Source: an optimization exercise on an open RTL-to-GDS flow (aim: small area, a short achievable clock period and few clock cycles per item). Production flows keep margins and buffers that such runs may drop. Function was checked by simulation only, so behaviour that the tests miss may differ from the original. No activity file was given, so power comes from the tool's default toggle rates.

## job 895
Design variable_partition_allocator, start of the top module:
module variable_partition_allocator (
    input  wire logic                            clk,
    input  wire logic                            rst_n,
    input  wire logic                            cfg_wen,
    input  wire logic [vpa_pkg::CFG_IDX_W-1:0]   cfg_index,
    input  wire logic [vpa_pkg::PART_W-1:0]      cfg_data,
    input  wire logic                            req_valid,
    output logic                                 req_ready,
    input  wire vpa_pkg::req_t                   req_data,
    output logic                                 rsp_valid,
    input  wire logic                            rsp_ready,
    output vpa_pkg::rsp_t                        rsp_data
);
    localparam int N  = 16;
    logic [vpa_pkg::PART_W-1:0] part [4];
    logic        q_valid;
    logic [2:0]  q_op;
    logic [15:0] q_arg;       
    logic [15:0] q_size;
    logic [15:0] q_addr;
    logic        q_worst;     
    logic [15:0]  sz [N];
    logic [15:0]  st [1:N-1];
    logic [N-1:0] used;
    logic [4:0]   cnt;
    logic         init_done;
    logic [1:0]   bw_ph;      
    logic [N-1:0] bw_cand;    
    logic         rl_cont;    
    logic        rsp_v;
    logic [2:0]  rsp_st;
    logic [15:0] rsp_ga;
    assign rsp_valid = rsp_v;
    assign rsp_data  = {rsp_st, rsp_ga, cnt};
    logic is_first, is_best, is_worst, is_alloc, is_rel, is_rld;
    assign q_size   = q_arg;
    assign q_addr   = q_arg;
    assign is_first = (q_op == vpa_pkg::OPC_FIRST);
  ...
Size in the first run: roughly 84 I/O pins, about 68000 µm² of cells after synthesis.
Settings: LEC_CHECK=0, ABC_AREA=1, CAP_MARGIN=20, CORE_MARGIN=2, CORE_UTILIZATION=30, PLACE_DENSITY=0.4, SETUP_SLACK_MARGIN=2.0, SLEW_MARGIN=20; clock period 8.0 ns.
run.sh (not shown) runs the stock make flow with config.mk's settings and CLKGATE_MAP_FILE= SYNTH_SCRIPT=/design/flow/synth_recipe.tcl, a recipe that flattens the netlist after the stock synthesis.
Job 895 completed end to end; final checks failed (max-capacitance violations, max-slew violations).
Testbench counts of job 895, summed over its fixed seeds: cycles 6,344, items 3,200.
## Diff of input files: job 7478 against job 895
Settings: SETUP_SLACK_MARGIN now 0.3, was 2.0.
### Flow results
Job 7478 did not stop at any stage, and its layout met the timing, DRC and antenna checks. Delta (job 7478 minus job 895): post-synthesis to final-layout area growth lost 14 points; hold slack picked up an extra 0.020 ns; critical path depth in cells lost 14%; multi-input gate area in the final layout lost 4700 µm²; sum of routed wire segments on met1 lost 6.2 mm. Job 7478 against job 895; post-route standard cell area excluding fillers is down by more than 10%. STATUS setup slack at placement: job 7478 wins against job 895. Compared with job 895, in job 7478 number of max-slew violations in the final report -5, worst-case vdd ir drop went up by 0.16 mV. Via count of the first global-routing pass in job 7478 is 1.3% lower than in job 895.
diff inputs: job 7478 => job 4279
Settings: changing SETUP_SLACK_MARGIN from 0.3 to 1.5.
Findings:
Setup slack up 0.86 ns in job 4279 wrt job 7478
Job 4279 finished all stages; the layout is clean.
[compare] base=job 7478 new=job 4279: count of nets after finishing rose by 121, final area rose by about 3.7%, switching portion of total power fell by 0.69 points, final core area utilization rose by 1.3 points.
From job 7478 to job 4279, count of flip-flops and latches did not move at all.
For job 1380, these inputs were changed with respect to job 4279:
Settings: ABC_AREA no longer set, was 1; SETUP_SLACK_MARGIN now 0.3, was 1.5.
The final area of job 1380 is lower than that of job 4279. Looking at sum of buffers and inverters on the critical path across job 1380 and job 4279, the one that comes out lower is job 1380. Comparing job 1380 and job 4279, the higher flip-flop and latch power is on job 1380. Summary of job 1380 over job 4279: leakage power moved down; sequential share of layout area now larger. Job 1380 ended up with q_arg[13] as its startpoint of the most critical setup path; job 4279 ended up with q_arg[3].
#### Input delta (job 6729 over job 1380)
Settings: SETUP_SLACK_MARGIN removed (was 0.3); MIN_ROUTING_LAYER newly set to met2; CORE_UTILIZATION changed from 30 to 35; PLACE_DENSITY changed from 0.4 to 0.45.
==> comparison <==
- Between job 6729 and job 1380, it is job 6729 whose total setup buffers inserted after CTS is higher, by 1.
- Delta (job 6729 minus job 1380): depth of the CTS H-tree was more or less identical; placer congestion estimate went up by 20%; number of buffers created by CTS went down by 5; die span in x went down by 7.4%.
- No final results exist for job 6729, since it was stopped by error GRT-0116 during global routing (5_1_grt).
- Job 1380: done, clean on timing, DRC and antenna

Setup of trial 15:
variable_partition_allocator again, from the RTL that the note above started with.
make LEC_CHECK=0 ABC_AREA=1 CAP_MARGIN=20 CORE_MARGIN=2 CORE_UTILIZATION=30 PLACE_DENSITY=0.4 SETUP_SLACK_MARGIN=1.0 SLEW_MARGIN=20 finish   # period 8.0 ns
Trial 15 completed every stage of the flow, and the final layout passed the timing, DRC and antenna checks.
Testbench counts of trial 15, summed over its fixed seeds: cycles 6,344, items 3,200.
### trial 15 -> build 75
Settings: SETUP_SLACK_MARGIN changed from 1.0 to 0.6; TNS_END_PERCENT newly set to 100.
Results
- Cell with the largest stage delay on the worst path: fa_1 -> trial 15, nor2_1 -> build 75
- Power went down slightly going from trial 15 to build 75.
- Post-route cell area: build 75 better than trial 15
- Summary — buffer share of cell area, build 75 relative to trial 15: lower, by 0.35 points.

==> static timing again, ports no longer ideal <==
The results above use ideal ports. As a check the final layouts listed here were re-extracted and re-timed, cells and wires unchanged.
Step 1 sets driving cells, clkbuf_16 on the clock port and buf_2 on the other inputs (assumed; they add their load-dependent delay and slew).
Step 2 times the ports against the registers' clock, not the clock port: input delays grow and output delays shrink by t, the midpoint of the rising clock arrivals with the driver on.
Three values: no drivers, after step 1, after step 2; two values: the first two.
| run | t, ns | setup slack, ns | worst setup path after step 2 | worst data-port slew with drivers (ns) |
|---|---|---|---|---|
| job 895 | 0.884 | 1.307 / 1.307 / 1.307 | register to register | 0.04 |
| job 7478 | 0.857 | 0.521 / 0.521 / 0.521 | register to register | 0.04 |
| job 4279 | 0.861 | 1.376 / 1.376 / 1.376 | register to register | 0.04 |
| job 1380 | 0.877 | 0.307 / 0.307 / 0.307 | register to register | 0.03 |
| trial 15 | 0.861 | 1.146 / 1.146 / 1.146 | register to register | 0.04 |
| build 75 | 0.857 | 0.686 / 0.686 / 0.686 | register to register | 0.04 |
